Source: an optimization exercise on an open RTL-to-GDS flow (aim: small area, a short achievable clock period and few clock cycles per item). Production flows keep margins and buffers that such runs may drop.
In this exercise RTL edits were held to simulation tests only and were not proved equivalent to the original.
Power and IR drop assume default switching activity.

===== config.mk =====
export PLATFORM = sky130hd
export DESIGN_NAME = file_transfer_sector_splitter
export DESIGN_NICKNAME = file_transfer_sector_splitter
export VERILOG_FILES = /design/flow/design.v
export SDC_FILE = /design/flow/constraint.sdc
export NUM_CORES = 4
export LEC_CHECK = 0
export ABC_AREA = 1
export CAP_MARGIN = 20
export CORE_MARGIN = 2
export CORE_UTILIZATION = 40
export SLEW_MARGIN = 20

===== standard.sh =====
#!/bin/bash
# synth_recipe.tcl (not shown) runs the flow's synth.tcl, then flattens the netlist and writes it again
# the make line also repeats each setting of config.mk as NAME=value (left out here)
make -C /OpenROAD-flow-scripts/flow DESIGN_CONFIG=/design/flow/config.mk WORK_HOME=/design/flow/orfs CLKGATE_MAP_FILE= SYNTH_SCRIPT=/design/flow/synth_recipe.tcl "${@:-finish}"

===== flow/run.sh =====
#!/bin/bash
# The standard layout (standard.sh), with Yosys's adder-cell mapping turned off
# (ABC maps adders and comparators as plain logic) and the port buffers made as
# sky130_fd_sc_hd__buf_1 cells. Registers are those of the standard synthesis.
set -euo pipefail
bash standard.sh ADDER_MAP_FILE= "BUFFER_PORTS_ARGS=-buffer_cell sky130_fd_sc_hd__buf_1" finish > make_finish.log 2>&1

===== constraint.sdc =====
create_clock -name core_clock -period 5.5 [get_ports {aclk}]
set_input_delay 1.1000 -clock core_clock [delete_from_list [all_inputs] [get_ports {aclk}]]
set_output_delay 1.1000 -clock core_clock [all_outputs]
set_load 0.01 [all_outputs]

===== design.v =====
package ftss_pkg;
    localparam int FTSS_SECTOR_BYTES      = 512;
    localparam int FTSS_FILE_SECTOR_LIMIT = 32;
    localparam int FTSS_QUEUE_DEPTH       = 2;
    localparam int STATUS_W = 3;
    localparam int FILE_W   = 16;
    localparam int OFFSET_W = 9;
    localparam int COUNT_W  = 10;
    localparam int ADDR_W   = 4;
    typedef enum logic [STATUS_W-1:0] {
        ST_CHUNK   = 3'd0,
        ST_EMPTY   = 3'd1,
        ST_NOSPACE = 3'd2,
        ST_BADPOS  = 3'd3,
        ST_ERASED  = 3'd4
    } status_t;
    typedef enum logic [1:0] {
        REG_ERASED = 2'd0,
        REG_SPF    = 2'd1,
        REG_MAIN   = 2'd2,
        REG_BACKUP = 2'd3
    } reg_index_t;
endpackage
import ftss_pkg::*;
module file_transfer_sector_splitter
#(
    parameter int SECTOR_BYTES      = FTSS_SECTOR_BYTES,
    parameter int FILE_SECTOR_LIMIT = FTSS_FILE_SECTOR_LIMIT
) (
    input  logic                aclk,
    input  logic                aresetn,
    input  logic                psel,
    input  logic                penable,
    input  logic                pwrite,
    input  logic [ADDR_W-1:0]   paddr,
    input  logic [31:0]         pwdata,
    output logic [31:0]         prdata,
    output logic                pready,
    input  logic                s_valid,
    output logic                s_ready,
    input  logic                s_req_type,
    input  logic [FILE_W-1:0]   s_file_index,
    input  logic signed [31:0]  s_position,
    input  logic [31:0]         s_transfer_length,
    output logic                m_valid,
    input  logic                m_ready,
    output logic [STATUS_W-1:0] m_status,
    output logic [31:0]         m_physical_sector,
    output logic [OFFSET_W-1:0] m_sector_offset,
    output logic [COUNT_W-1:0]  m_chunk_bytes,
    output logic                m_last
);
    logic        erased_reg;
    logic [5:0]  spf_reg;
    logic [31:0] main_reg;
    logic [31:0] backup_reg;
    logic        cfg_write;
    logic [1:0]  cfg_index;
    assign pready    = 1'b1;
    assign cfg_write = psel && penable && pwrite;
    assign cfg_index = paddr[3:2];
    always_ff @(posedge aclk) begin
        if (!aresetn) begin
            erased_reg <= 1'b0;
            spf_reg    <= 6'd1;
            main_reg   <= 32'd0;
            backup_reg <= 32'd1;
        end else if (cfg_write) begin
            unique case (cfg_index)
                REG_ERASED: erased_reg <= pwdata[0];
                REG_SPF:    spf_reg    <= pwdata[5:0];
                REG_MAIN:   main_reg   <= pwdata;
                REG_BACKUP: backup_reg <= pwdata;
                default:    erased_reg <= erased_reg;
            endcase
        end
    end
    always_comb begin
        unique case (cfg_index)
            REG_ERASED: prdata = {31'd0, erased_reg};
            REG_SPF:    prdata = {26'd0, spf_reg};
            REG_MAIN:   prdata = main_reg;
            REG_BACKUP: prdata = backup_reg;
            default:    prdata = '0;
        endcase
    end
    logic        a_big, b_big, cfg_eq;
    always_comb begin
        a_big  = |main_reg[31:22];
        b_big  = |backup_reg[31:22];
        cfg_eq = main_reg == backup_reg;
    end
    logic [5:0]          spf_e;
    logic                pos_oob;
    logic [STATUS_W-1:0] in_status;
    logic [15:0]         in_sum;
    logic [14:0]         in_end;
    logic [20:0]         in_s0;
    logic [20:0]         pp0, pp1, pp2, pp3, pp4, pp5;
    logic [41:0]         cs1, cs2, cs3, cs4;
    function automatic logic [41:0] csa(input logic [20:0] x, input logic [20:0] y,
                                        input logic [20:0] z);
        logic [20:0] sum, cry;
        sum = x ^ y ^ z;
        cry = {((x[19:0] & y[19:0]) | (x[19:0] & z[19:0]) | (y[19:0] & z[19:0])), 1'b0};
        csa = {cry, sum};
    endfunction
    logic                r_valid;
    logic [STATUS_W-1:0] r_status;
    logic [20:0]         r_s0;
    logic [13:0]         r_pos;
    logic [14:0]         r_end;
    logic                o_take;
    always_comb begin
        spf_e   = spf_reg[5] ? 6'd32 : {1'b0, spf_reg[4:0]};
        pos_oob = (|s_position[30:14]) || ({1'b0, s_position[13:9]} >= spf_e);
        if (erased_reg)
            in_status = ST_ERASED;
        else if (s_position[31])
            in_status = ST_BADPOS;
        else if (pos_oob)
            in_status = s_req_type ? ST_NOSPACE : ST_EMPTY;
        else if (s_transfer_length == 32'd0)
            in_status = ST_EMPTY;
        else
            in_status = ST_CHUNK;
        in_sum = {2'b00, s_position[13:0]} + {1'b0, s_transfer_length[14:0]};
        in_end = ((|s_transfer_length[31:15]) || (in_sum[15:9] >= {1'b0, spf_e}))
               ? {spf_e, 9'd0} : in_sum[14:0];
        pp0 = {5'd0, s_file_index & {16{spf_e[0]}}};
        pp1 = {4'd0, s_file_index & {16{spf_e[1]}}, 1'b0};
        pp2 = {3'd0, s_file_index & {16{spf_e[2]}}, 2'b0};
        pp3 = {2'd0, s_file_index & {16{spf_e[3]}}, 3'b0};
        pp4 = spf_e[5] ? {s_file_index, 5'd0} : {1'd0, s_file_index & {16{spf_e[4]}}, 4'b0};
        pp5 = {16'd0, s_position[13:9]};
        cs1    = csa(pp0, pp1, pp2);
        cs2    = csa(pp3, pp4, pp5);
        cs3    = csa(cs1[20:0], cs1[41:21], cs2[20:0]);
        cs4    = csa(cs3[20:0], cs3[41:21], cs2[41:21]);
        in_s0  = cs4[20:0] + cs4[41:21];
    end
    assign s_ready = !r_valid || o_take;
    always_ff @(posedge aclk) begin
        if (!aresetn) begin
            r_valid <= 1'b0;
        end else if (s_valid && s_ready) begin
            r_valid <= 1'b1;
        end else if (o_take) begin
            r_valid <= 1'b0;
        end
    end
    always_ff @(posedge aclk) begin
        if (s_valid && s_ready) begin
            r_status <= in_status;
            r_s0     <= in_s0;
            r_pos    <= s_position[13:0];
            r_end    <= in_end;
        end
    end
    logic                o_valid;
    logic [STATUS_W-1:0] o_status;
    logic [21:0]         o_sector;
    logic [13:0]         o_pos;      
    logic [4:0]          o_ke;       
    logic [9:0]          o_lb;       
    logic                o_more;     
    logic                o_last;
    logic [9:0]          o_top;
    always_comb begin
        o_last = !o_more;
        o_top  = o_last ? o_lb : 10'd512;
    end
    logic                sx_step;
    logic [21:0]         sx_x;
    logic [22:0]         sx_da, sx_db;
    logic                sx_a_ge, sx_b_ge, sx_a_m1, sx_b_m1, sx_a_m2, sx_b_m2;
    logic                sx_g1, sx_g2, sx_e1, sx_f;
    logic [1:0]          sx_inc;
    logic [21:0]         sx_sector;
    always_comb begin
        sx_step = o_more;
        sx_x    = sx_step ? o_sector : {1'b0, r_s0};
        sx_da   = {1'b0, sx_x} - {1'b0, main_reg[21:0]};
        sx_db   = {1'b0, sx_x} - {1'b0, backup_reg[21:0]};
        sx_a_ge = !a_big && !sx_da[22];
        sx_b_ge = !b_big && !sx_db[22];
        sx_a_m1 = !a_big && (sx_da == 23'h7F_FFFF);
        sx_b_m1 = !b_big && (sx_db == 23'h7F_FFFF);
        sx_a_m2 = !a_big && (sx_da == 23'h7F_FFFE);
        sx_b_m2 = !b_big && (sx_db == 23'h7F_FFFE);
        sx_g1   = sx_a_ge || sx_b_ge;
        sx_g2   = cfg_eq ? sx_g1 : ((sx_a_ge || sx_a_m1) && (sx_b_ge || sx_b_m1));
        sx_e1   = sx_a_m1 || sx_b_m1;
        sx_f    = cfg_eq || sx_a_m2 || sx_b_m2;
        if (sx_step)
            sx_inc = sx_e1 ? (sx_f ? 2'd3 : 2'd2) : 2'd1;
        else
            sx_inc = {sx_g1 && sx_g2, sx_g1 ^ sx_g2};
        sx_sector = sx_x + {20'd0, sx_inc};
    end
    logic o_done, o_step;
    assign o_done = o_valid && m_ready && o_last;
    assign o_take = !o_valid || o_done;
    assign o_step = o_valid && m_ready && !o_last;
    always_ff @(posedge aclk) begin
        if (!aresetn) begin
            o_valid <= 1'b0;
            o_more  <= 1'b0;
        end else if (o_take) begin
            o_valid <= r_valid;
            o_more  <= r_valid && (r_status == ST_CHUNK)
                    && (5'(r_end[14:9] - {5'd0, r_end[8:0] == 9'd0}) != r_pos[13:9]);
        end else if (o_step) begin
            o_more  <= (o_ke != o_pos[13:9] + 5'd1);
        end
    end
    always_ff @(posedge aclk) begin
        if (o_take && r_valid) begin
            o_status <= r_status;
            if (r_status == ST_CHUNK) begin
                o_sector <= sx_sector;
                o_pos    <= r_pos;
                o_ke     <= 5'(r_end[14:9] - {5'd0, r_end[8:0] == 9'd0});
                o_lb     <= {r_end[8:0] == 9'd0, r_end[8:0]};
            end else begin
                o_sector <= '0;
                o_pos    <= '0;
                o_ke     <= '0;
                o_lb     <= '0;
            end
        end else if (o_step) begin
            o_sector <= sx_sector;
            o_pos    <= {o_pos[13:9] + 5'd1, 9'd0};
        end
    end
    assign m_valid           = o_valid;
    assign m_status          = o_status;
    assign m_physical_sector = {10'd0, o_sector};
    assign m_sector_offset   = o_pos[8:0];
    assign m_chunk_bytes     = o_top - {1'b0, o_pos[8:0]};
    assign m_last            = o_last;
endmodule

==> results of run 1 <==
## kinds of logic (layout without fill, tap and decap cells)
| group | Yosys count | in the layout | share of synthesized area, % |
|---|---|---|---|
| AOI/OAI and AO/OA | 373 | 373 | 12.7 |
| xor gates and xnor gates | 109 | 109 | 5.76 |
| buffers and inverters | 473 | 651 | 11.6 |
| DFF | 180 | 180 | 28.1 |
| other | 2 | 12 | 0.0453 |
| and+or+nand+nor | 1654 | 1654 | 41.8 |
## Yosys cell counts, types with 13 or more instances
cell type  number
nand4_1        70
nor2_1        293
o21ai_0       124
edfxtp_1      106
xnor2_1        31
inv_1         390
nor3_1         27
nor2_2         13
nand2_1      1006
dfxtp_1        74
a21oi_1       137
clkbuf_1       28
o21bai_1       17
buf_4          25
xor2_1         78
nor4_1         25
o22ai_1        46
nand3_1       163
## cell usage in the layout (no fill, tap or decap), types with 12 or more instances in the layout
cell | Yosys | final
a21oi_1 | 137 | 137
xnor2_1 | 31 | 31
nor2_1 | 293 | 292
buf_1 | 1 | 199
o22ai_1 | 46 | 46
nor2_2 | 13 | 14
inv_1 | 390 | 389
edfxtp_1 | 106 | 106
nand3_1 | 163 | 163
nand4_1 | 70 | 70
xor2_1 | 78 | 78
nand2_2 | 12 | 12
o21ai_0 | 124 | 123
buf_4 | 25 | 15
or2_2 | 12 | 12
nor4_1 | 25 | 25
o21bai_1 | 17 | 17
dfxtp_1 | 74 | 73
clkbuf_16 | 0 | 17
nor3_1 | 27 | 27
nand2_1 | 1006 | 1006
## stage by stage
step / worst slack (ps) / total power [mW] / util [%]
floorplan: 1160 / 2.72 / -
global placement: 923 / 3.17 / 43.5
detailed placement: 861 / 3.18 / 43.5
CTS: 763 / 4.54 / 45.0
global route: 357 / 4.82 / 45.0
finish: 759 / 4.54 / 45.0
## metal layers
layer | vias to the layer above | track usage (%)
met5 | - | 0
met4 | 6 | 9.95
met3 | 101 | 3.84
met2 | 507 | 42.5
met1 | 8341 | 33.3
li1 | 9300 | -
## power by group through the flow
stage / Clock (mW) / Combinational, mW / Sequential (mW)
floorplan: 0 / 1.13 / 1.59
global route: 1.43 / 1.81 / 1.59
global placement: 0 / 1.56 / 1.61
CTS: 1.38 / 1.58 / 1.58
finish: 1.35 / 1.61 / 1.58
detailed placement: 0 / 1.58 / 1.61
## layout make-up
class | instances | area share (%)
tap | 532 | 3.62
sequential | 180 | 25.4
clock buffer | 18 | 2.33
timing repair buffer | 215 | 4.70
multi-input combinational | 2147 | 54.6
clock inverter | 14 | 1.16
antenna | 1 | 0.0136
inverter | 404 | 8.25
## worst max-delay path: stages (launching register included)
cell and delay [ps]:
dfxtp_2 320, inv_2 540, buf_4 360, nand2_1 80, nand2_1 170, nand2_1 130, a21boi_1 200, nand2_1 270
nand2_1 170, nand2_1 110, nand2_1 80, nand2_1 50, nor2_1 230, nand4_1 140, nor3_1 230, nand2_1 100
o21ai_1 160, or2_4 190, a21oi_2 70, o21ai_4 400, nand4_1 240, o21bai_1 190, nor2_1 60
## how the worst max path moves through the flow
stage | from | to | slack [ps]
6_report | o_more | o_sector[16] | 760
5_1_grt | o_more | o_sector[16] | 360
4_1_cts | o_more | m_chunk_bytes[9] | 760
3_5_place_dp | s_transfer_length[0] | r_end[13] | 860
3_3_place_gp | s_transfer_length[0] | r_end[13] | 920
2_1_floorplan | m_ready | o_pos[0] | 1160
==> reports/qor.csv, run 1 <==
stage,metric,value,unit
power_and_ir_drop,p_leak,8.84,nW
global_route,grtUsageTotal,25.5,%
clocking,postCtsSetupBuffers,0,
power_and_ir_drop,p_seq_share,34.8,%
placed_design,numPortBuffers,200,
floorplan,core_area,0.0408,sq mm
clocking,clock-root-buffer,clkbuf_16,
hold_path,whs_endpoint,o_status[0],
clocking,clock_sinks,180,
hold_path,hold_path_depth,0,
global_route,grt_first_pass_wirelength,88100,microns
power_and_ir_drop,p_clk_share,29.8,%
yosys,synth_top_area_share,22.8,%
global_route,grt_max_degree,53,
clocking,cts_resized,0,
hold_path,min_from,r_status[0],
yosys,synth_ff_type,edfxtp_1,
worst_setup_path,critPathRequiredTime,5710,ps
sta,rsz0062_at_grt,no,
drt,drtPass1Iterations,6,
clocking,cts_max_path_buffers,2,
worst_setup_path,cp-start-kind,flip-flop,
drt,wl_met3,3450,microns
yosys,synth_cells,2791,
drt,wl,55800,microns
floorplan,die_area,0.0431,sq mm
drt,vias,18300,
placed_design,place_congestion,1.05,
sta,tightest_slew,1080,ps
sta,setup_viol,0,
cells_and_area,area_delta_synth_final,10.9,%
yosys,syn_area,0.0166,sq mm
floorplan,dieHeight,208,microns
clocking,cts.htree.levels,4,
worst_setup_path,crit_type,reg2reg,
yosys,ys_ff_latch,180,
clocking,clk_transition_reported_paths,80,ps
cells_and_area,nets,3089,
cells_and_area,stdcell_count,3511,
power_and_ir_drop,ir_drop,0.000233,V
worst_setup_path,arrival,4950,ps
clocking,cts_hold_buf,0,
yosys,synth_warnings,1,
yosys,syn_area_per_cell,5.94,sq um
power_and_ir_drop,switching_power,1.81,mW
global_route,grt_pass1_vias,16900,
floorplan,num_rows,74,
sta,max_freq,211,MHz
floorplan,initial_utilization,40.6,%
global_route,grt.overflow.total,0,
drt,wl_met1,24900,microns
yosys,synth_cell_type_count,58,
clocking,clk_latency,460,ps
worst_setup_path,r2r_end,o_sector[16],
global_route,antenna_found_initial,5,
drt,ant_nets,0,
worst_setup_path,worst_setup_path_end_kind,flip-flop,
yosys,synth-edff-count,106,
cells_and_area,multi_input_area,0.0100,sq mm
hold_path,min-delay-path-class,reg2reg,
clocking,cts_made_buffers,17,
floorplan,die_x,208,microns
sta,finalMaxSlewViolations,0,
sta,relSlewSlack,27.4,%
drt,drt_iter0_drc,1353,
outcome,status,timing/DRC/antenna clean,
power_and_ir_drop,p_int,2.73,mW
yosys,synth-seq-area-share,28.1,%
power_and_ir_drop,comb_power_share,35.4,%
power_and_ir_drop,netSwitchingFraction,40.0,%
sta,tns,0,ps
sta,clock_skew,16.9,ps
cells_and_area,fill_cells,4422,
worst_setup_path,worst-r2r-setup-slack,760,ps
drt,drcViolationCount,0,
drt,wire_per_inst,15.9,microns
cells_and_area,regArea,0.00467,sq mm
sta,finalHoldViolations,0,
worst_setup_path,crit_path_max_fanout,36,
worst_setup_path,reg2reg_depth,22,
cells_and_area,design_area,0.0184,sq mm
drt,dr_wl_met2,25600,microns
placed_design,hpwl,45100,microns
yosys,synthTopCellsByArea,"nand2_1 23%, edfxtp_1 19%, dfxtp_1 8.9%",
yosys,ys_async_sr_fraction,0,%
cells_and_area,drive_gt1_share,3.93,%
power_and_ir_drop,powerDensity,247,mW/mm^2
clocking,cts_tree,done,
sta,fin_crit_sh,86.2,%
yosys,synth_top_area_cell,nand2_1,
drt,top_layer,met5,
placed_design,place_area,0.0177,sq mm
sta,fin_crit,4740,ps
placed_design,placedCellCount,3478,
sta,fin_hold_ws,455,ps
floorplan,io_pins,214,
worst_setup_path,r2r-start,o_more,
flow_run,maxCapViolCount,0,
drt,routed_via_density,5.20,
Testbench counts, summed over its fixed seeds: cycles 49,244, requests 12,000.
==> inputs of run 2 (changes only) <==
--- a/design.v
+++ b/design.v
@@ -89,5 +89,5 @@
         a_big  = |main_reg[31:22];
         b_big  = |backup_reg[31:22];
-        cfg_eq = main_reg == backup_reg;
+        cfg_eq = (a_big == b_big) && (main_reg[21:0] == backup_reg[21:0]);
     end
     logic [5:0]          spf_e;
==> run 2 against run 1 <==
- final area decreased by 0.40%
- critical path depth rose by 5
- cell count shrank 1.6%
- largest cell class unchanged
- highest routed layer is now met4
==> reports/qor.csv, run 2 <==
stage,metric,value,unit,change
sta,finalHoldViolations,0,,unchanged
yosys,syn_area,0.0166,sq mm,+0.23%
clocking,cts_made_buffers,17,,unchanged
yosys,synthTopCellsByArea,"nand2_1 20%, edfxtp_1 19%, dfxtp_1 8.9%",,
placed_design,hpwl,45600,microns,+1.3%
sta,tightest_slew,1090,ps,+14.4 ps
floorplan,num_rows,74,,unchanged
clocking,clk_latency,450,ps,about the same
sta,setup_viol,0,,unchanged
sta,fin_crit_sh,88.6,%,+2.4 points
yosys,synth_common_cells,"904 x nand2_1, 374 x inv_1, 279 x nor2_1",,
clocking,cts_hold_buf,0,,unchanged
clocking,clk_transition_reported_paths,70,ps,about the same
cells_and_area,nets,3032,,-1.8%
power_and_ir_drop,p_total,4.39,mW,-3.3%
floorplan,die_area,0.0432,sq mm,+0.22%
drt,ant_nets,0,,unchanged
cells_and_area,stdcell_count,3455,,-1.6%
global_route,grt_busiest_layer,met2,,
hold_path,min-delay-path-class,reg2reg,,
drt,routed_via_density,5.15,,-0.87%
drt,drt_iter0_drc,1328,,-1.8%
cells_and_area,fill_cells,4445,,+0.52%
cells_and_area,layout_commonest_cell,nand2_1,,
worst_setup_path,crit_path_max_fanout,31,,-14%
sta,fin_hold_ws,460,ps,+4.49 ps
placed_design,place_congestion,0.932,,-12%
floorplan,initial_utilization,40.6,%,about the same
yosys,synth_simple_gate_area_share,41.6,%,-0.13 points
outcome,status,timing/DRC/antenna clean,,
yosys,synth-seq-area-share,28.1,%,-0.064 points
sta,max_freq,205,MHz,-2.7%
sta,clock_skew,10.2,ps,-6.65 ps
drt,drcViolationCount,0,,unchanged
global_route,use_met1,33.7,%,+0.45 points
yosys,synth_top_area_cell,nand2_1,,
worst_setup_path,critPathRequiredTime,5720,ps,about the same
yosys,synth_xor_area_share,5.63,%,-0.13 points
yosys,synth_compound_area_share,13.1,%,+0.43 points
worst_setup_path,reg2reg_depth,27,,+23%
global_route,grt_pass1_vias,16400,,-2.9%
cells_and_area,drive_gt1_share,6.61,%,+2.7 points
worst_setup_path,cp-start-kind,flip-flop,,
floorplan,die_x,208,microns,+0.11%
global_route,grt.overflow.total,0,,unchanged
yosys,synth_top_family_by_area,simple AND/OR/NAND/NOR gates,,
power_and_ir_drop,powerDensity,240,mW/mm^2,-2.9%
power_and_ir_drop,ir_drop,0.000210,V,-9.5%
clocking,cts_resized,0,,unchanged
flow_run,maxCapViolCount,0,,unchanged
global_route,grt_first_pass_wirelength,86600,microns,-1.8%
yosys,muxShareOfSynthArea,0,%,unchanged
yosys,synth_cell_type_count,63,,+8.6%
clocking,clock-root-buffer,clkbuf_16,,
yosys,synthAdderAreaFrac,0,%,unchanged
sta,fin_crit,4870,ps,+133 ps
sta,relSlewSlack,26.5,%,-0.91 points
clocking,postCtsSetupBuffers,0,,unchanged
sta,finalMaxSlewViolations,0,,unchanged
drt,wl,55100,microns,-1.2%
worst_setup_path,arrival,5090,ps,+140 ps
yosys,yosysMostFrequentCell,nand2_1,,
yosys,syn_area_per_cell,6.07,sq um,+2.2%
global_route,grt_use_met3,2.48,%,-1.4 points
clocking,clock_sinks,180,,unchanged
cells_and_area,final_cell_mix,"904 x nand2_1, 373 x inv_1, 278 x nor2_1, 199 x buf_1, 190 x nand3_1",,
sta,rsz0062_at_grt,no,,
global_route,grt_max_degree,59,,+11%
drt,vias,17800,,-2.5%
yosys,synth_warnings,1,,unchanged
global_route,antenna_found_initial,1,,-4
yosys,synth_ff_type,edfxtp_1,,
drt,drtPass1Iterations,5,,-1
clocking,cts_tree,done,,
yosys,synth_cells,2736,,-2.0%
placed_design,numPortBuffers,200,,unchanged
hold_path,hold_path_depth,0,,unchanged
yosys,ys_async_sr_fraction,0,%,unchanged
yosys,synth-edff-count,106,,unchanged
floorplan,io_pins,214,,unchanged
power_and_ir_drop,p_leak,8.73,nW,-1.2%
clocking,cts_max_path_buffers,2,,unchanged
global_route,use_met2,42.2,%,-0.27 points
cells_and_area,area_delta_synth_final,10.3,%,
worst_setup_path,crit_type,reg2reg,,
worst_setup_path,worst_setup_path_end_kind,flip-flop,,
global_route,grtUsageTotal,25.1,%,-0.44 points
floorplan,dieHeight,208,microns,+0.11%
yosys,synth_top_area_share,20.4,%,-2.4 points
placed_design,placedCellCount,3421,,-1.6%
sta,tns,0,ps,unchanged
drt,wire_per_inst,15.9,microns,+0.40%
yosys,ys_ff_latch,180,,unchanged
floorplan,core_area,0.0409,sq mm,+0.23%
clocking,cts.htree.levels,4,,unchanged
run 2: cell types whose count changed in the layout (fill, tap and decap cells not counted), moves of 7 or more:
cell / previous run / this run
a21oi_1: 137 / 126
inv_1: 389 / 373
nand2_1: 1006 / 904
nand2_2: 12 / 68
nand3_1: 163 / 190
nand4_1: 70 / 63
nor2_1: 292 / 278
nor2_2: 14 / 25
nor3_1: 27 / 19
xor2_1: 78 / 69
run 2: final cells by class:
type,count,area [sq um],share of cell area [%]
Timing Repair Buffer,212,842,4.60
Multi-Input combinational cell,2102,10100,55.1
Clock inverter,14,126,0.690
Sequential cell,180,4670,25.5
Inverter,395,1490,8.12
Tap cell,532,666,3.63
Antenna cell,2,5.00,0.0273
Clock buffer,18,429,2.34
run 2: worst max-delay path: stages, from the launching register on:
cell     delay, ps
dfxtp_2        320
inv_2          530
nand2_2        240
nand2_2        240
nand2_1        170
nand2_1         90
inv_1           40
nand2_1         50
nand3_1        100
nand2_1        210
nand2_1        100
nand2_1        120
nand2_1         80
nand2_1         60
nand2_1         50
nand2_1         60
nand3_1         80
nor2_1         300
nand2_1        160
nand2_1        110
nand3_1        100
nand3_2        100
nand2_1         50
nand2_1        170
a21oi_2        120
nor2_2         440
nand2_1        140
a21oi_1        370
run 2: through the flow:
stage	utilization [%]	instance area (sq um)	setup slack, ps
floorplan	-	16600	1160
finish	44.8	18300	626
detailed placement	43.4	17800	743
global placement	43.4	17800	783
global route	44.7	18300	193
CTS	44.7	18300	698
run 2: cell families after synthesis:
group                     Yosys count
and+or+nand+nor                  1609
buffers and inverters             463
AOI/OAI and AO/OA                 377
DFF                               180
xor gates and xnor gates          105
other                               2
run 2: report_power, final:
part	internal (mW)	leakage, nW	switching, mW	total [mW]
Combinational	0.474	6.84	1.14	1.62
Clock	0.627	0.266	0.572	1.20
Sequential	1.52	1.62	0.0520	1.58
run 2: per-layer routing:
layer	up-vias	wire (microns)
met4	0	1200
met5	-	0
met1	8179	25500
met2	408	25900
met3	60	2510
li1	9160	-
run 2: worst paths after layout:
path	endpoint	from	slack, ps
worst min register to register	o_status[2]	r_status[2]	460
worst max-delay path	o_sector[7]	o_more	630
worst min-delay path	o_status[2]	r_status[2]	460
worst max register to register	o_sector[7]	o_more	630
Testbench counts of run 2, summed over its fixed seeds: cycles 49,244, requests 12,000.
==> inputs of run 3 (changes only) <==
--- a/config.mk
+++ b/config.mk
@@ -10,3 +10,4 @@
 export CORE_MARGIN = 2
 export CORE_UTILIZATION = 40
+export SETUP_SLACK_MARGIN = 2.2
 export SLEW_MARGIN = 20
==> run 3 against run 2 <==
- synthesized area unchanged
- fmax increased by 28%
- total power increased by 19%
- die area unchanged
- critical path depth decreased by 2
- setup slack improved by 1100 ps
- critical endpoint is now o_sector[18]
- highest routed layer unchanged
==> reports/qor.csv, run 3 <==
stage,metric,value,unit,change
power_and_ir_drop,netSwitchingFraction,42.8,%,+2.6 points
sta,fin_crit,3800,ps,-1070 ps
worst_setup_path,crit_path_max_fanout,8,,-74%
sta,tightest_slew,1120,ps,+29.1 ps
drt,drt_iter0_drc,1268,,-4.5%
yosys,synthTopCellsByArea,"nand2_1 20%, edfxtp_1 19%, dfxtp_1 8.9%",,
yosys,synth_warnings,1,,unchanged
drt,vias,19500,,+9.5%
cells_and_area,final_cell_mix,"631 x nand2_1, 336 x inv_1, 238 x nand2_2, 182 x nor2_1, 161 x buf_1",,
yosys,synth_top_area_cell,nand2_1,,
cells_and_area,nets,3210,,+5.9%
sta,fin_crit_sh,69.2,%,-19 points
floorplan,die_area,0.0432,sq mm,unchanged
clocking,clk_transition_reported_paths,70,ps,about the same
worst_setup_path,r2r-start,o_more,,
drt,wl,62700,microns,+14%
floorplan,dieHeight,208,microns,unchanged
yosys,synth_cell_type_count,63,,unchanged
power_and_ir_drop,ir_drop,0.000249,V,+18%
global_route,grt_pass1_vias,17800,,+8.1%
yosys,synth_ff_type,edfxtp_1,,
cells_and_area,drive_gt1_share,32.5,%,+26 points
global_route,antenna_found_initial,1,,unchanged
sta,fin_hold_ws,448,ps,-11.7 ps
clocking,cts_made_buffers,17,,unchanged
sta,setup_viol,0,,unchanged
cells_and_area,multi_input_area,0.0132,sq mm,+31%
global_route,grtUsageTotal,26.9,%,+1.9 points
sta,tns,0,ps,unchanged
clocking,clock-root-buffer,clkbuf_16,,
worst_setup_path,r2r_end,o_sector[18],,
placed_design,placedCellCount,3421,,unchanged
clocking,cts_hold_buf,0,,unchanged
power_and_ir_drop,p_seq_share,30.4,%,-5.5 points
yosys,synth_cells,2736,,unchanged
yosys,synth-edff-count,106,,unchanged
sta,finalHoldViolations,0,,unchanged
worst_setup_path,worst_setup_path_end_kind,flip-flop,,
drt,drcViolationCount,0,,unchanged
power_and_ir_drop,p_int,2.98,mW,+14%
cells_and_area,layout_commonest_cell,nand2_1,,
yosys,syn_area_per_cell,6.07,sq um,unchanged
clocking,clock_sinks,180,,unchanged
sta,finalMaxSlewViolations,0,,unchanged
sta,max_freq,263,MHz,+28%
placed_design,place_congestion,0.924,,-0.81%
flow_run,maxCapViolCount,0,,unchanged
power_and_ir_drop,p_clk_share,23.4,%,-3.9 points
placed_design,numPortBuffers,200,,unchanged
power_and_ir_drop,powerDensity,224,mW/mm^2,-6.8%
worst_setup_path,arrival,4000,ps,-1090 ps
floorplan,die_x,208,microns,unchanged
power_and_ir_drop,comb_power_share,46.2,%,+9.4 points
cells_and_area,regArea,0.00467,sq mm,+0.19%
worst_setup_path,worst-r2r-setup-slack,1700,ps,+1070 ps
drt,wire_per_inst,17.3,microns,+8.2%
cells_and_area,fill_cells,3913,,-12%
power_and_ir_drop,p_leak,10.5,nW,+20%
drt,routed_via_density,5.37,,+4.2%
hold_path,min-delay-path-class,reg2reg,,
yosys,syn_area,0.0166,sq mm,unchanged
drt,ant_nets,0,,unchanged
power_and_ir_drop,switching_power,2.23,mW,+27%
yosys,yosysMostFrequentCell,nand2_1,,
clocking,clk_latency,460,ps,about the same
yosys,synth_top_area_share,20.4,%,unchanged
worst_setup_path,crit_type,reg2reg,,
sta,relSlewSlack,24.6,%,-2.0 points
clocking,cts_tree,done,,
yosys,synth_common_cells,"904 x nand2_1, 374 x inv_1, 279 x nor2_1",,
worst_setup_path,reg2reg_depth,25,,-7.4%
worst_setup_path,cp-start-kind,flip-flop,,
drt,drtPass1Iterations,8,,+3
placed_design,hpwl,45600,microns,-0.14%
floorplan,io_pins,214,,unchanged
floorplan,initial_utilization,40.6,%,unchanged
yosys,ys_async_sr_fraction,0,%,unchanged
yosys,ys_ff_latch,180,,unchanged
outcome,status,timing/DRC/antenna clean,,
sta,clock_skew,14.1,ps,+3.94 ps
cells_and_area,stdcell_count,3632,,+5.1%
cells_and_area,area_delta_synth_final,40.5,%,
global_route,grt_max_degree,63,,+6.8%
global_route,grt.overflow.total,0,,unchanged
global_route,grt_first_pass_wirelength,93300,microns,+7.8%
clocking,cts.htree.levels,4,,unchanged
hold_path,min_from,r_status[0],,
hold_path,whs_endpoint,o_status[0],,
sta,rsz0062_at_grt,yes,,
clocking,cts_max_path_buffers,2,,unchanged
floorplan,core_area,0.0409,sq mm,unchanged
floorplan,num_rows,74,,unchanged
yosys,synth-seq-area-share,28.1,%,unchanged
hold_path,hold_path_depth,0,,unchanged
worst_setup_path,critPathRequiredTime,5700,ps,-20 ps
[run 3: cell count changes in the layout (fill, tap and decap cells not counted), moves of 62 or more]
cell / previous run / this run
nand3_1: 190 / 118
nand2_4: 6 / 98
buf_4: 12 / 151
nand2_2: 68 / 238
nand3_2: 2 / 64
nor2_1: 278 / 182
nand2_1: 904 / 631
[run 3: worst max path at each step]
stage / startpoint / endpoint / slack (ps) / cells after the start
floorplan: s_file_index[14] / r_s0[18] / 2070 / 20
global placement: o_more / o_sector[10] / 830 / 25
detailed placement: o_more / o_sector[10] / 740 / 25
CTS: o_more / m_chunk_bytes[9] / 1740 / 18
global route: o_more / o_sector[18] / 1520 / 27
finish: o_more / o_sector[18] / 1700 / 25
[run 3: repair_timing]
item                                    in CTS  in global routing
gates resized for setup                    473                443
gates cloned                                 9                  0
endpoints found under the setup margin     116                 82
pin swaps                                  128                199
setup buffers                               97                 72
[run 3: final cells by class]
| class | instances | share of cell area, % |
|---|---|---|
| inverters | 395 | 6.75 |
| flip-flops and latches | 180 | 20.0 |
| repair buffers | 387 | 11.3 |
| clock buffers | 17 | 1.82 |
| repair inverters | 2 | 0.0751 |
| well taps | 532 | 2.85 |
| clock inverters | 15 | 0.633 |
| diodes | 1 | 0.0107 |
| multi-input cells | 2103 | 56.5 |
[run 3: per-stage QoR]
| step | total power, mW | area (sq um) | worst slack (ps) | utilization (%) |
|---|---|---|---|---|
| after floorplan | 2.78 | 16800 | 2070 | - |
| final | 5.22 | 23300 | 1700 | 57.0 |
| after detailed placement | 3.22 | 17900 | 739 | 43.8 |
| after global placement | 3.20 | 17900 | 830 | 43.8 |
| after global routing | 5.48 | 23300 | 1520 | 57.0 |
| after CTS | 4.83 | 21100 | 1740 | 51.6 |
[run 3: metal layers]
| metal | vias up | wire (microns) | track usage (%) |
|---|---|---|---|
| li1 | 9510 | - | - |
| met1 | 9297 | 26600 | 35.0 |
| met2 | 580 | 30600 | 46.4 |
| met3 | 120 | 3490 | 3.16 |
| met4 | 0 | 1990 | 8.90 |
| met5 | - | 0 | 0 |
[run 3: critical path, cell delays in order, from the launching register on]
cell and delay [ps]:
dfxtp_4 480, buf_6 140, buf_12 120, nand2_2 90
nand3_2 170, nand2_2 110, nor2_2 170, inv_1 70
nand2_2 120, nand2_1 80, nand2_1 80, nand2_1 80
nor2_2 170, nand4_1 180, nor3_4 290, nand2_2 100
nand2_2 80, nand3_2 90, nand3_4 100, a21oi_2 80
o21ai_4 280, buf_12 170, buf_4 110, nand2_1 40
nand2_1 80, a21oi_1 60
[run 3: power by group through the flow]
stage               Clock (mW)  Combinational (mW)  Sequential [mW]
finish                    1.22                2.41             1.59
global route              1.28                2.60             1.59
CTS                       1.22                2.02             1.58
detailed placement           0                1.61             1.61
global placement             0                1.59             1.60
floorplan                    0                1.18             1.59
[run 3: cells by family after synthesis]
family          share of synthesized area (%)
buf+inv                                  11.5
flops                                    28.1
xor+xnor                                 5.63
other cells                            0.0452
compound gates                           13.1
simple gates                             41.6
==> inputs of run 4 (changes only) <==
--- a/config.mk
+++ b/config.mk
@@ -10,4 +10,4 @@
 export CORE_MARGIN = 2
 export CORE_UTILIZATION = 40
-export SETUP_SLACK_MARGIN = 2.2
+export SETUP_SLACK_MARGIN = 1.8
 export SLEW_MARGIN = 20
==> run 4 against run 3 <==
- still clean on timing, DRC and antenna
- clock-buffer cell count is the same
- register-to-register slack got worse by 110 ps
- die area did not move
- synthesized area unchanged
- setup slack worse by 110 ps
- routed wire length is 7.3% lower
- final area is 12% lower
- critical path depth unchanged
- clock skew shrank 7.1 ps
- total power decreased by 8.0%
- via count down 5.1%
- combinational power decreased by 18%
==> reports/qor.csv, run 4 <==
stage,metric,value,unit,change
yosys,synth_warnings,1,,unchanged
sta,finalHoldViolations,0,,unchanged
sta,finalMaxSlewViolations,0,,unchanged
worst_setup_path,worst_setup_path_end_kind,flip-flop,,
sta,tightest_slew,1110,ps,-8.62 ps
global_route,grtUsageTotal,25.7,%,-1.3 points
sta,clock_skew,7.00,ps,-7.14 ps
sta,setup_viol,0,,unchanged
yosys,ys_ff_latch,180,,unchanged
flow_run,maxCapViolCount,0,,unchanged
worst_setup_path,crit_type,reg2reg,,
cells_and_area,nets,3105,,-3.3%
sta,fin_crit_sh,71.1,%,+1.9 points
clocking,clock_sinks,180,,unchanged
worst_setup_path,critPathRequiredTime,5720,ps,+20 ps
floorplan,die_area,0.0432,sq mm,unchanged
yosys,synth-seq-area-share,28.1,%,unchanged
worst_setup_path,crit_path_end,o_sector[10],,
yosys,synth_top_area_cell,nand2_1,,
clocking,clk_transition_reported_paths,80,ps,about the same
floorplan,core_area,0.0409,sq mm,unchanged
worst_setup_path,arrival,4130,ps,+130 ps
cells_and_area,multi_input_area,0.0114,sq mm,-13%
placed_design,place_congestion,0.918,,-0.67%
worst_setup_path,reg2reg_depth,25,,unchanged
cells_and_area,layout_commonest_cell,nand2_1,,
worst_setup_path,r2r-start,o_more,,
sta,max_freq,256,MHz,-2.7%
sta,relSlewSlack,25.1,%,+0.58 points
clocking,clk_latency,460,ps,about the same
worst_setup_path,crit_path_max_fanout,9,,+1
yosys,synth_common_cells,"904 x nand2_1, 374 x inv_1, 279 x nor2_1",,
floorplan,io_pins,214,,unchanged
cells_and_area,final_cell_mix,"792 x nand2_1, 355 x inv_1, 231 x nor2_1, 182 x buf_1, 159 x nand3_1",,
global_route,grt_pass1_vias,16800,,-5.5%
yosys,synth_top_area_share,20.4,%,unchanged
outcome,status,timing/DRC/antenna clean,,
cells_and_area,fill_cells,4188,,+7.0%
clocking,cts.htree.levels,4,,unchanged
placed_design,hpwl,45200,microns,-0.75%
power_and_ir_drop,p_total,4.80,mW,-8.0%
sta,rsz0062_at_grt,yes,,
global_route,grt_first_pass_wirelength,88400,microns,-5.2%
floorplan,initial_utilization,40.6,%,unchanged
clocking,cts_tree,done,,
clocking,clock-root-buffer,clkbuf_16,,
drt,drcViolationCount,0,,unchanged
worst_setup_path,cp-start-kind,flip-flop,,
global_route,grt.overflow.total,0,,unchanged
floorplan,dieHeight,208,microns,unchanged
cells_and_area,area_delta_synth_final,23.4,%,
drt,wire_per_inst,16.5,microns,-4.6%
hold_path,min-delay-path-class,reg2reg,,
drt,drtPass1Iterations,6,,-2
floorplan,num_rows,74,,unchanged
power_and_ir_drop,p_leak,9.44,nW,-10%
worst_setup_path,worst-r2r-setup-slack,1590,ps,-110 ps
global_route,grt_max_degree,63,,unchanged
yosys,syn_area,0.0166,sq mm,unchanged
yosys,syn_area_per_cell,6.07,sq um,unchanged
drt,vias,18500,,-5.1%
power_and_ir_drop,ir_drop,0.000195,V,-21%
floorplan,die_x,208,microns,unchanged
global_route,antenna_found_initial,1,,unchanged
drt,routed_via_density,5.25,,-2.3%
sta,fin_crit,3910,ps,+106 ps
yosys,synthTopCellsByArea,"nand2_1 20%, edfxtp_1 19%, dfxtp_1 8.9%",,
placed_design,numPortBuffers,200,,unchanged
power_and_ir_drop,powerDensity,234,mW/mm^2,+4.7%
drt,wl,58100,microns,-7.3%
drt,drt_iter0_drc,1403,,+11%
drt,ant_nets,0,,unchanged
clocking,cts_max_path_buffers,2,,unchanged
yosys,synth_ff_type,edfxtp_1,,
yosys,yosysMostFrequentCell,nand2_1,,
yosys,synth_cells,2736,,unchanged
worst_setup_path,r2r_end,o_sector[10],,
sta,tns,0,ps,unchanged
clocking,cts_made_buffers,17,,unchanged
yosys,synth_cell_type_count,63,,unchanged
yosys,synth-edff-count,106,,unchanged
worst_setup_path,critPathLaunch,o_more,,
cells_and_area,drive_gt1_share,18.5,%,-14 points
yosys,ys_async_sr_fraction,0,%,unchanged
cells_and_area,regArea,0.00467,sq mm,about the same
==> run 4: final cells by class <==
class	count	share of cell area, %
clock inverters	15	0.769
repair inverters	1	0.0794
inverters	395	7.41
multi-input cells	2103	55.8
repair buffers	283	7.76
clock buffers	17	2.08
diodes	1	0.0122
flip-flops and latches	180	22.8
well taps	532	3.25
==> run 4: logic make-up (layout without fill, tap and decap cells) <==
family	after synthesis	count (layout)	share of synthesized area (%)
AOI/OAI and AO/OA	377	377	13.1
xor gates and xnor gates	105	105	5.63
buffers and inverters	463	711	11.5
DFF	180	180	28.1
other	2	12	0.0452
and+or+nand+nor	1609	1610	41.6
==> run 4: where the power goes <==
part,internal (mW),switching [mW],leakage (nW)
Sequential,1.52,0.0573,1.62
Clock,0.642,0.604,0.275
Combinational,0.655,1.32,7.55
==> run 4: through the flow <==
stage          util [%]  setup WS, ps  instances  area, sq um  hold slack [ps]
5_1_grt            50.1          1450       3527        20500              458
3_5_place_dp       43.4           897       3423        17800              435
4_1_cts            46.6          1630       3487        19100              450
2_1_floorplan         -          1840       2745        16600              427
6_report           50.1          1590       3527        20500              454
3_3_place_gp       43.4           892       3423        17800              436
==> run 4: worst min-delay path by stage <==
stage	startpoint	end	slack, ps	depth (start not counted)
6_report	r_status[0]	o_status[0]	450	0
5_1_grt	r_status[0]	o_status[0]	460	0
4_1_cts	r_status[0]	o_status[0]	450	0
3_5_place_dp	r_status[0]	o_status[0]	430	0
3_3_place_gp	r_status[2]	o_status[2]	440	0
2_1_floorplan	r_status[2]	o_status[2]	430	0
==> run 4: routing by layer <==
metal / routed length (microns) / global-route usage, %
met1: 25400 / 33.8
met2: 27400 / 43.3
met3: 3280 / 3.19
met4: 2010 / 9.10
met5: 0 / 0
==> run 4: what timing repair did <==
action | in CTS | in global routing
buffers inserted | 29 | 36
pin swaps | 16 | 74
cloned | 3 | 3
hold buffers | 0 | 0
resized for setup | 114 | 312
setup endpoints to repair | 80 | 61
==> run 4: worst max-delay path, cell delays in order, from the launching register on <==
cell      delay (ps)
dfxtp_4          410
buf_12           150
buf_16           150
o21ai_2          360
nand2_1          140
nand2_1          190
nor2_1            90
nand3_1           70
nand3b_1         100
a21oi_1          180
nand2_2          120
a21oi_1          140
nand3_1           90
nor2_2           190
nand2_2           90
nand2_1           80
nand3_1           90
nand3_2          120
nand2_1           70
nand2_2          110
a21oi_2          120
nor2_4           160
buf_6            150
nand2_1           90
o21ai_2          130
nor2_1            50
==> inputs of run 5 (changes only) <==
--- a/config.mk
+++ b/config.mk
@@ -10,4 +10,4 @@
 export CORE_MARGIN = 2
 export CORE_UTILIZATION = 40
-export SETUP_SLACK_MARGIN = 1.8
+export SETUP_SLACK_MARGIN = 1.35
 export SLEW_MARGIN = 20
==> run 5 against run 4 <==
- final area fell by 7.1%
- clock power hardly changed
- sequential power about the same
- critical endpoint is now o_sector[13]
- critical path type unchanged
- hold slack improved by 1.3 ps
- highest routed layer unchanged
- still clean
- fmax fell by 2.1%
==> reports/qor.csv, run 5 <==
stage,metric,value,unit,change
yosys,synthTopCellsByArea,"nand2_1 20%, edfxtp_1 19%, dfxtp_1 8.9%",,
yosys,synth_top_area_share,20.4,%,unchanged
power_and_ir_drop,p_leak,8.97,nW,-5.0%
worst_setup_path,worst_setup_path_end_kind,flip-flop,,
sta,finalMaxSlewViolations,0,,unchanged
clocking,cts_max_path_buffers,2,,unchanged
worst_setup_path,worst-r2r-setup-slack,1510,ps,-80 ps
floorplan,initial_utilization,40.6,%,unchanged
yosys,synth_warnings,1,,unchanged
sta,fin_crit_sh,72.6,%,+1.5 points
global_route,antenna_found_initial,1,,unchanged
drt,wire_per_inst,16.3,microns,-1.2%
yosys,syn_area_per_cell,6.07,sq um,unchanged
drt,wl,56700,microns,-2.4%
yosys,synth_common_cells,"904 x nand2_1, 374 x inv_1, 279 x nor2_1",,
yosys,syn_area,0.0166,sq mm,unchanged
worst_setup_path,cp-start-kind,flip-flop,,
power_and_ir_drop,ir_drop,0.000198,V,+1.1%
sta,fin_crit,3990,ps,+84.0 ps
drt,drt_iter0_drc,1403,,unchanged
drt,drcViolationCount,0,,unchanged
sta,fin_ws,1510,ps,-84.0 ps
yosys,synth_cell_type_count,63,,unchanged
cells_and_area,fin_util,46.5,%,-3.5 points
placed_design,numPortBuffers,200,,unchanged
floorplan,core_area,0.0409,sq mm,unchanged
clocking,cts_made_buffers,17,,unchanged
placed_design,place_area,0.0178,sq mm,unchanged
yosys,synth_top_area_cell,nand2_1,,
worst_setup_path,critPathRequiredTime,5700,ps,-20 ps
floorplan,io_pins,214,,unchanged
sta,fin_hold_ws,455,ps,+1.29 ps
yosys,ys_ff_latch,180,,unchanged
clocking,clock_sinks,180,,unchanged
hold_path,hold_path_depth,0,,unchanged
global_route,grt.overflow.total,0,,unchanged
sta,tns,0,ps,unchanged
sta,finalHoldViolations,0,,unchanged
yosys,synth_cells,2736,,unchanged
global_route,grt_max_degree,63,,unchanged
cells_and_area,area_delta_synth_final,14.6,%,
yosys,ys_async_sr_fraction,0,%,unchanged
floorplan,dieHeight,208,microns,unchanged
drt,ant_nets,0,,unchanged
cells_and_area,stdcell_count,3485,,-1.2%
clocking,clk_transition_reported_paths,80,ps,about the same
worst_setup_path,crit_path_max_fanout,9,,unchanged
cells_and_area,drive_gt1_share,10.6,%,-7.9 points
cells_and_area,design_area,0.0190,sq mm,-7.1%
clocking,clk_latency,460,ps,about the same
cells_and_area,nets,3063,,-1.4%
outcome,status,timing/DRC/antenna clean,,
drt,routed_via_density,5.18,,-1.3%
sta,relSlewSlack,27.5,%,+2.3 points
worst_setup_path,r2r_end,o_sector[13],,
worst_setup_path,slowest_stage,dfxtp_4,,
placed_design,hpwl,45200,microns,unchanged
sta,clock_skew,6.96,ps,-0.0472 ps
global_route,grtUsageTotal,24.9,%,-0.73 points
worst_setup_path,crit_type,reg2reg,,
worst_setup_path,critPathMostFrequentCell,nand2_1,,
worst_setup_path,slowest_delay,470,ps,+60 ps
worst_setup_path,arrival,4200,ps,+70 ps
drt,drtPass1Iterations,6,,unchanged
worst_setup_path,critPathLaunch,o_more,,
drt,vias,18100,,-2.5%
global_route,grt_pass1_vias,16400,,-2.2%
sta,max_freq,250,MHz,-2.1%
yosys,yosysMostFrequentCell,nand2_1,,
floorplan,num_rows,74,,unchanged
placed_design,place_congestion,0.918,,unchanged
floorplan,die_x,208,microns,unchanged
hold_path,whs_endpoint,o_status[0],,
global_route,grt_first_pass_wirelength,86100,microns,-2.7%
cells_and_area,final_cell_mix,"860 x nand2_1, 373 x inv_1, 261 x nor2_1, 198 x buf_1, 179 x nand3_1",,
hold_path,min_from,r_status[0],,
power_and_ir_drop,p_total,4.57,mW,-4.8%
worst_setup_path,r2r-start,o_more,,
flow_run,maxCapViolCount,0,,unchanged
clocking,cts_tree,done,,
hold_path,min-delay-path-class,reg2reg,,
cells_and_area,layout_commonest_cell,nand2_1,,
yosys,synth-edff-count,106,,unchanged
placed_design,pre_cts_slack,897,ps,unchanged
placed_design,placedCellCount,3423,,unchanged
yosys,synth_ff_type,edfxtp_1,,
worst_setup_path,reg2reg_depth,29,,+16%
yosys,synth-seq-area-share,28.1,%,unchanged
sta,setup_viol,0,,unchanged
power_and_ir_drop,powerDensity,240,mW/mm^2,+2.5%
floorplan,die_area,0.0432,sq mm,unchanged
clocking,clock-root-buffer,clkbuf_16,,
sta,rsz0062_at_grt,yes,,
sta,tightest_slew,1090,ps,-25.7 ps
clocking,cts.htree.levels,4,,unchanged
-- run 5: final cells by class --
| cell class | instances | area, sq um |
|---|---|---|
| inverter | 395 | 1500 |
| sequential | 180 | 4670 |
| tap | 532 | 666 |
| fill | 4338 | 21900 |
| multi-input combinational | 2102 | 10500 |
| timing repair buffer | 241 | 1150 |
| clock buffer | 17 | 425 |
| clock inverter | 15 | 158 |
| timing repair inverter | 2 | 20.0 |
| antenna | 1 | 2.50 |
-- run 5: logic make-up after synthesis --
group	after synthesis	share of synthesized area (%)
AOI/OAI and AO/OA	377	13.1
xor gates and xnor gates	105	5.63
buffers and inverters	463	11.5
DFF	180	28.1
other	2	0.0452
and+or+nand+nor	1609	41.6
-- run 5: how the worst max path moves through the flow --
stage                             endpoint  slack (ps)  cells past startpoint
after global placement         o_sector[8]         890                     24
after global routing          o_sector[10]        1290                     29
after floorplan                  r_end[10]        1840                     21
final                         o_sector[13]        1510                     29
after detailed placement          r_end[2]         900                     20
after CTS                 m_chunk_bytes[9]        1230                     20
-- run 5: where the power goes --
group / leakage, nW / internal (mW) / switching, mW
clock: 0.275 / 0.642 / 0.605
sequential: 1.62 / 1.52 / 0.0547
combinational: 7.08 / 0.542 / 1.20
-- run 5: repair_timing --
item | CTS | global route
hold buffers | 0 | 0
cloned | 0 | 4
buffers inserted | 3 | 22
hold endpoints to repair | 0 | 0
pin swaps | 1 | 17
setup endpoints to repair | 29 | 47
gates resized for setup | 10 | 117
-- run 5: worst max-delay path: cells and delay by family, from the launching register on --
kind,cells,cell delay (ps)
buffers and inverters,5,700
AOI/OAI and AO/OA,2,170
DFF,1,470
and+or+nand+nor,22,2370
-- run 5: layer usage --
metal / GRT usage (%) / share of wire [%] / vias up / routed length [microns]
li1: - / - / 9210 / -
met1: 33.1 / 45 / 8318 / 25500
met2: 42.1 / 47 / 462 / 26600
met3: 2.98 / 5.6 / 61 / 3170
met4: 8.07 / 2.6 / 0 / 1460
met5: 0 / 0 / - / 0
==> inputs of run 6 (changes only) <==
--- a/config.mk
+++ b/config.mk
@@ -10,4 +10,4 @@
 export CORE_MARGIN = 2
 export CORE_UTILIZATION = 40
-export SETUP_SLACK_MARGIN = 1.35
+export SETUP_SLACK_MARGIN = 0.8
 export SLEW_MARGIN = 20
==> run 6 against run 5 <==
- global-route usage up 0.14 points
- highest routed layer unchanged
- flip-flop and latch count did not move
- synthesized cell count is the same
- setup slack lost 410 ps
- largest power group unchanged
- routed wire length decreased by 2.7%
- die area stayed put
- cell count shrank 0.86%
- utilization fell by 1.7 points
==> reports/qor.csv, run 6 <==
stage,metric,value,unit,change
worst_setup_path,path_cells,buf_1 -> inv_1 -> nor2_1 -> buf_4 -> clkinv_1 -> o22ai_1 -> buf_1,,
global_route,grt_max_degree,59,,-6.3%
global_route,grt_pass1_vias,16400,,+0.043%
drt,wire_per_inst,16.0,microns,-1.9%
placed_design,hpwl,45600,microns,+0.90%
yosys,synth_ff_type,edfxtp_1,,
placed_design,pre_cts_slack,743,ps,-154 ps
yosys,synth_warnings,1,,unchanged
floorplan,dieHeight,208,microns,unchanged
clocking,clock_sinks,180,,unchanged
worst_setup_path,slowest_delay,770,ps,+300 ps
yosys,synth_cell_type_count,63,,unchanged
global_route,grt_first_pass_wirelength,86600,microns,+0.55%
floorplan,io_pins,214,,unchanged
yosys,syn_area,0.0166,sq mm,unchanged
floorplan,core_area,0.0409,sq mm,unchanged
drt,drtPass1Iterations,5,,-1
drt,drt_iter0_drc,1384,,-1.4%
clocking,cts_max_path_buffers,2,,unchanged
worst_setup_path,slowest_stage,clkinv_1,,
yosys,synth-seq-area-share,28.1,%,unchanged
yosys,synth_common_cells,"904 x nand2_1, 374 x inv_1, 279 x nor2_1",,
yosys,ys_ff_latch,180,,unchanged
floorplan,num_rows,74,,unchanged
drt,drcViolationCount,0,,unchanged
outcome,status,timing/DRC/antenna clean,,
yosys,synth_cells,2736,,unchanged
drt,vias,17900,,-0.94%
sta,relSlewSlack,25.6,%,-1.9 points
worst_setup_path,path_buf_inv,5,,unchanged
hold_path,min-delay-path-class,reg2reg,,
worst_setup_path,crit_path_max_fanout,25,,+16
worst_setup_path,worst_setup_path_end_kind,primary output,,
worst_setup_path,arrival,3310,ps,-890 ps
clocking,cts_tree,done,,
yosys,yosysMostFrequentCell,nand2_1,,
yosys,synth-edff-count,106,,unchanged
cells_and_area,area_delta_synth_final,10.4,%,
clocking,cts.htree.levels,4,,unchanged
drt,ant_nets,0,,unchanged
clocking,postCtsSetupBuffers,0,,-3
sta,tightest_slew,1110,ps,+19.5 ps
drt,wl,55200,microns,-2.7%
sta,tns,0,ps,unchanged
cells_and_area,drive_gt1_share,6.68,%,-3.9 points
clocking,clk_latency,460,ps,about the same
sta,fin_crit_sh,80.1,%,+7.5 points
sta,setup_viol,0,,unchanged
yosys,synth_top_area_cell,nand2_1,,
worst_setup_path,crit_family,buffers and inverters,,
cells_and_area,layout_commonest_cell,nand2_1,,
clocking,clock-root-buffer,clkbuf_16,,
yosys,synth_top_area_share,20.4,%,unchanged
yosys,syn_area_per_cell,6.07,sq um,unchanged
clocking,cts_made_buffers,17,,unchanged
sta,rsz0062_at_grt,no,,
cells_and_area,final_cell_mix,"904 x nand2_1, 373 x inv_1, 277 x nor2_1, 199 x buf_1, 190 x nand3_1",,
sta,max_freq,227,MHz,-9.3%
global_route,grtUsageTotal,25.1,%,+0.14 points
power_and_ir_drop,powerDensity,240,mW/mm^2,about the same
sta,fin_ws,1090,ps,-411 ps
global_route,antenna_found_initial,1,,unchanged
yosys,synthTopCellsByArea,"nand2_1 20%, edfxtp_1 19%, dfxtp_1 8.9%",,
clocking,clk_transition_reported_paths,70,ps,about the same
power_and_ir_drop,p_total,4.40,mW,-3.8%
floorplan,initial_utilization,40.6,%,unchanged
worst_setup_path,crit_type,in2out,,
worst_setup_path,cp-start-kind,input port,,
sta,fin_crit,4410,ps,+411 ps
power_and_ir_drop,p_leak,8.74,nW,-2.6%
sta,fin_hold_ws,458,ps,+2.33 ps
flow_run,maxCapViolCount,0,,unchanged
drt,routed_via_density,5.18,,about the same
floorplan,die_area,0.0432,sq mm,unchanged
power_and_ir_drop,ir_drop,0.000213,V,+7.8%
floorplan,die_x,208,microns,unchanged
global_route,grt.overflow.total,0,,unchanged
worst_setup_path,critPathRequiredTime,4400,ps,-1300 ps
placed_design,numPortBuffers,200,,unchanged
worst_setup_path,critPathMostFrequentCell,buf_1,,
sta,finalMaxSlewViolations,0,,unchanged
cells_and_area,nets,3032,,-1.0%
yosys,ys_async_sr_fraction,0,%,unchanged
sta,finalHoldViolations,0,,unchanged
sta,clock_skew,9.90,ps,+2.94 ps
placed_design,place_congestion,0.932,,+1.5%
[run 6: kinds of logic after synthesis]
group | after synthesis | synth area share (%)
XOR/XNOR | 105 | 5.63
buffers and inverters | 463 | 11.5
other | 2 | 0.0452
AND/OR/NAND/NOR | 1609 | 41.6
AO/OA/AOI/OAI | 377 | 13.1
flip-flops | 180 | 28.1
[run 6: repair_timing]
action / in CTS / in global routing
hold buffers: 0 / 0
endpoints found under the setup margin: 3 / 19
resized for setup: 1 / 8
hold endpoints to repair: 0 / 0
[run 6: per-stage QoR]
stage	utilization, %	area, sq um	instances
6_report	44.8	18300	3455
5_1_grt	44.8	18300	3454
4_1_cts	44.7	18300	3453
3_5_place_dp	43.4	17800	3421
3_3_place_gp	43.4	17800	3421
2_1_floorplan	-	16600	2745
[run 6: area by class of cell]
| type | count | area, sq um |
|---|---|---|
| clock buffers | 18 | 429 |
| multi-input cells | 2102 | 10100 |
| flip-flops and latches | 180 | 4670 |
| inverters | 395 | 1490 |
| repair buffers | 212 | 850 |
| clock inverters | 14 | 126 |
| diodes | 2 | 5.00 |
| fillers | 4438 | 22600 |
| well taps | 532 | 666 |
[run 6: worst paths after layout]
kind | startpoint | cells past startpoint | end | slack (ps)
min | r_status[1] | 0 | o_status[1] | 460
max | paddr[3] | 7 | prdata[11] | 1090
min reg2reg | r_status[1] | 0 | o_status[1] | 460
max reg2reg | o_more | 22 | o_sector[11] | 1210
[run 6: power by group]
group / switching (mW) / leakage, nW / total [mW] / internal [mW]
combinational: 1.14 / 6.85 / 1.62 / 0.476
sequential: 0.0524 / 1.62 / 1.58 / 1.52
clock: 0.574 / 0.266 / 1.20 / 0.627
[run 6: worst register-to-register path: stages, from the launching register on]
cell     delay (ps)
dfxtp_2         400
buf_8           320
nand2_1         200
nand3_1         260
nand2_1         160
nor2_1          220
nand2_1         100
nor2_1          150
nand3_1         170
nand3_1         130
nand2_1          60
nand2_1          60
nand3_1          90
nor2_2          220
nand3_1         130
nand3_1         140
nand2_1          90
nand2_1         120
nand2_2          90
o21ai_4         430
nand2_1         150
o21ai_0         240
a21oi_1         110
[run 6: metal layers]
metal  vias to the layer above  GRT usage (%)  part of all wire (%)
met5                         -              0                     0
met4                         0           8.17                   2.2
met3                        60           2.48                   4.5
met2                       421           42.2                    47
met1                      8241           33.7                    46
li1                       9159              -                     -
==> inputs of run 7 (changes only) <==
--- a/config.mk
+++ b/config.mk
@@ -10,4 +10,4 @@
 export CORE_MARGIN = 2
 export CORE_UTILIZATION = 40
-export SETUP_SLACK_MARGIN = 0.8
+export SETUP_SLACK_MARGIN = 1.5
 export SLEW_MARGIN = 20
==> run 7 against run 6 <==
- still clean on timing, DRC and antenna
- die area unchanged
- synthesized cell count stayed put
- critical path depth rose by 22
- first-iteration DRC count fell by 2.0%
- critical path type is now reg2reg
- largest cell class unchanged
==> reports/qor.csv, run 7 <==
stage,metric,value,unit,change
outcome,status,timing/DRC/antenna clean,,
sta,relSlewSlack,27.6,%,+2.0 points
worst_setup_path,slowest_stage,dfxtp_4,,
worst_setup_path,critPathRequiredTime,5810,ps,+1410 ps
drt,ant_nets,0,,unchanged
global_route,grt.overflow.total,0,,unchanged
cells_and_area,area_delta_synth_final,16.5,%,
cells_and_area,final_cell_mix,"846 x nand2_1, 372 x inv_1, 256 x nor2_1, 196 x buf_1, 173 x nand3_1",,
clocking,cts_hold_buf,0,,unchanged
sta,max_freq,254,MHz,+12%
floorplan,io_pins,214,,unchanged
yosys,synth_cells,2736,,unchanged
floorplan,num_rows,74,,unchanged
sta,setup_viol,0,,unchanged
placed_design,numPortBuffers,200,,unchanged
floorplan,die_area,0.0432,sq mm,unchanged
cells_and_area,fill_cells,4304,,-3.0%
drt,routed_via_density,5.18,,about the same
worst_setup_path,worst_setup_path_end_kind,flip-flop,,
cells_and_area,layout_commonest_cell,nand2_1,,
sta,clock_skew,9.25,ps,-0.652 ps
yosys,yosysMostFrequentCell,nand2_1,,
worst_setup_path,slowest_delay,420,ps,-350 ps
flow_run,maxCapViolCount,0,,unchanged
placed_design,placedCellCount,3423,,+0.058%
global_route,grtUsageTotal,25.3,%,+0.21 points
power_and_ir_drop,powerDensity,239,mW/mm^2,-0.34%
global_route,antenna_found_initial,1,,unchanged
global_route,grt_pass1_vias,16500,,+0.54%
clocking,clock-root-buffer,clkbuf_16,,
sta,finalHoldViolations,0,,unchanged
worst_setup_path,cp-start-kind,flip-flop,,
yosys,synth_warnings,1,,unchanged
clocking,cts_made_buffers,17,,unchanged
worst_setup_path,arrival,4250,ps,+940 ps
clocking,cts_tree,done,,
sta,fin_crit,3940,ps,-465 ps
yosys,synthTopCellsByArea,"nand2_1 20%, edfxtp_1 19%, dfxtp_1 8.9%",,
drt,drt_iter0_drc,1357,,-2.0%
sta,fin_crit_sh,71.6,%,-8.4 points
yosys,synth-seq-area-share,28.1,%,unchanged
worst_setup_path,crit_path_max_fanout,10,,-60%
floorplan,initial_utilization,40.6,%,unchanged
floorplan,core_area,0.0409,sq mm,unchanged
cells_and_area,multi_input_area,0.0107,sq mm,+5.6%
sta,rsz0062_at_grt,yes,,
cells_and_area,drive_gt1_share,12.1,%,+5.4 points
yosys,synth_top_area_share,20.4,%,unchanged
cells_and_area,regArea,0.00467,sq mm,about the same
drt,wl,56900,microns,+3.1%
yosys,ys_ff_latch,180,,unchanged
sta,tightest_slew,1090,ps,-21.2 ps
yosys,synth_cell_type_count,63,,unchanged
yosys,syn_area_per_cell,6.07,sq um,unchanged
clocking,clk_latency,460,ps,about the same
global_route,grt_max_degree,63,,+6.8%
sta,tns,0,ps,unchanged
drt,vias,18100,,+1.2%
power_and_ir_drop,p_leak,9.07,nW,+3.8%
cells_and_area,nets,3071,,+1.3%
placed_design,hpwl,45200,microns,-0.89%
hold_path,min-delay-path-class,reg2reg,,
clocking,cts_max_path_buffers,2,,unchanged
worst_setup_path,critPathMostFrequentCell,nand2_1,,
yosys,synth-edff-count,106,,unchanged
placed_design,place_congestion,0.918,,-1.5%
power_and_ir_drop,ir_drop,0.000185,V,-13%
sta,finalMaxSlewViolations,0,,unchanged
drt,drtPass1Iterations,6,,+1
yosys,ys_async_sr_fraction,0,%,unchanged
clocking,clock_sinks,180,,unchanged
worst_setup_path,crit_type,reg2reg,,
drt,drcViolationCount,0,,unchanged
clocking,cts.htree.levels,4,,unchanged
yosys,synth_ff_type,edfxtp_1,,
yosys,synth_top_area_cell,nand2_1,,
cells_and_area,fin_util,47.3,%,+2.5 points
global_route,grt_first_pass_wirelength,87200,microns,+0.76%
clocking,clk_transition_reported_paths,80,ps,about the same
yosys,syn_area,0.0166,sq mm,unchanged
floorplan,dieHeight,208,microns,unchanged
floorplan,die_x,208,microns,unchanged
drt,wire_per_inst,16.3,microns,+2.0%
cells_and_area,stdcell_count,3493,,+1.1%
yosys,synth_common_cells,"904 x nand2_1, 374 x inv_1, 279 x nor2_1",,
[run 7: worst paths after layout]
check | start | to | slack (ps) | cells past startpoint
setup / recovery | o_more | o_sector[16] | 1560 | 29
hold / removal | r_status[0] | o_status[0] | 450 | 0
setup reg to reg | o_more | o_sector[16] | 1560 | 29
hold reg to reg | r_status[0] | o_status[0] | 450 | 0
[run 7: cell type report]
type / instances / area share, %
Multi-Input combinational cell: 2102 / 55.1
Clock buffer: 17 / 2.20
Clock inverter: 15 / 0.815
Timing Repair inverter: 1 / 0.0582
Sequential cell: 180 / 24.1
Timing Repair Buffer: 250 / 6.42
Antenna cell: 1 / 0.0129
Tap cell: 532 / 3.44
Inverter: 395 / 7.78
[run 7: metrics by stage]
step / hold slack, ps / instance area, sq um / setup WS (ps) / power (mW)
4_1_cts: 450 / 18600 / 1270 / 4.48
3_5_place_dp: 435 / 17800 / 897 / 3.20
5_1_grt: 458 / 19300 / 1340 / 4.89
6_report: 454 / 19300 / 1560 / 4.62
2_1_floorplan: 427 / 16600 / 1840 / 2.76
3_3_place_gp: 436 / 17800 / 892 / 3.18
[run 7: report_power, final]
group          switching [mW]  internal, mW
sequential             0.0537          1.52
combinational            1.23         0.574
clock                   0.604         0.642
total                    1.88          2.74
[run 7: per-layer routing]
| metal | GRT usage (%) | routed length (microns) |
|---|---|---|
| met1 | 33.8 | 25500 |
| met2 | 42.8 | 26700 |
| met3 | 2.56 | 3120 |
| met4 | 8.29 | 1540 |
| met5 | 0 | 0 |
[run 7: worst max-delay path, delay by kind of cell, from the launching register on]
family                 cells  cell delay [ps]
DFF                        1              420
and+or+nand+nor           22             2250
buffers and inverters      5              650
AOI/OAI and AO/OA          2              450
[run 7: cells by family after synthesis]
logic type | after synthesis | share of synthesized area [%]
AO/OA/AOI/OAI | 377 | 13.1
XOR/XNOR | 105 | 5.63
buffers and inverters | 463 | 11.5
flip-flops | 180 | 28.1
other | 2 | 0.0452
AND/OR/NAND/NOR | 1609 | 41.6
[run 7: timing repair]
item | 4_1_cts | 5_1_grt
setup buffers | 5 | 28
setup endpoints to repair | 55 | 52
gates cloned | 2 | 2
pin swaps | 2 | 26
gates resized for setup | 34 | 155

static timing again, ports no longer ideal:
No port has a modelled driver above. Below, the same layouts with a new extraction and two added sets of constraints.
Step 1 assumes that a clkbuf_16 drives the clock port and a buf_2 every other input.
Step 2 also shifts input and output timing later by t, the mid clock arrival at the registers, as if the neighbouring blocks saw the same clock.
a / b / c = no drivers / after step 1 / after step 2; a / b = the first two.
| run | shift t [ns] | slack for setup (ns) | hold WS [ns] |
|---|---|---|---|
| run 1 | 0.504 | 0.759 / 0.759 / 0.759 | 0.455 / 0.455 / 0.455 |
| run 2 | 0.498 | 0.626 / 0.626 / 0.626 | 0.460 / 0.460 / 0.460 |
| run 3 | 0.501 | 1.696 / 1.654 / 1.613 | 0.448 / 0.448 / 0.448 |
| run 4 | 0.502 | 1.590 / 1.590 / 1.563 | 0.454 / 0.454 / 0.454 |
| run 5 | 0.504 | 1.506 / 1.496 / 1.241 | 0.455 / 0.455 / 0.455 |
| run 6 | 0.501 | 1.095 / 1.035 / 0.826 | 0.458 / 0.458 / 0.458 |
| run 7 | 0.504 | 1.559 / 1.559 / 1.318 | 0.454 / 0.454 / 0.454 |
After both steps every run listed still meets setup and hold. For run 6, which loses most, drivers alone change the setup slack by -0.060 ns; drivers and shift together by -0.269 ns.
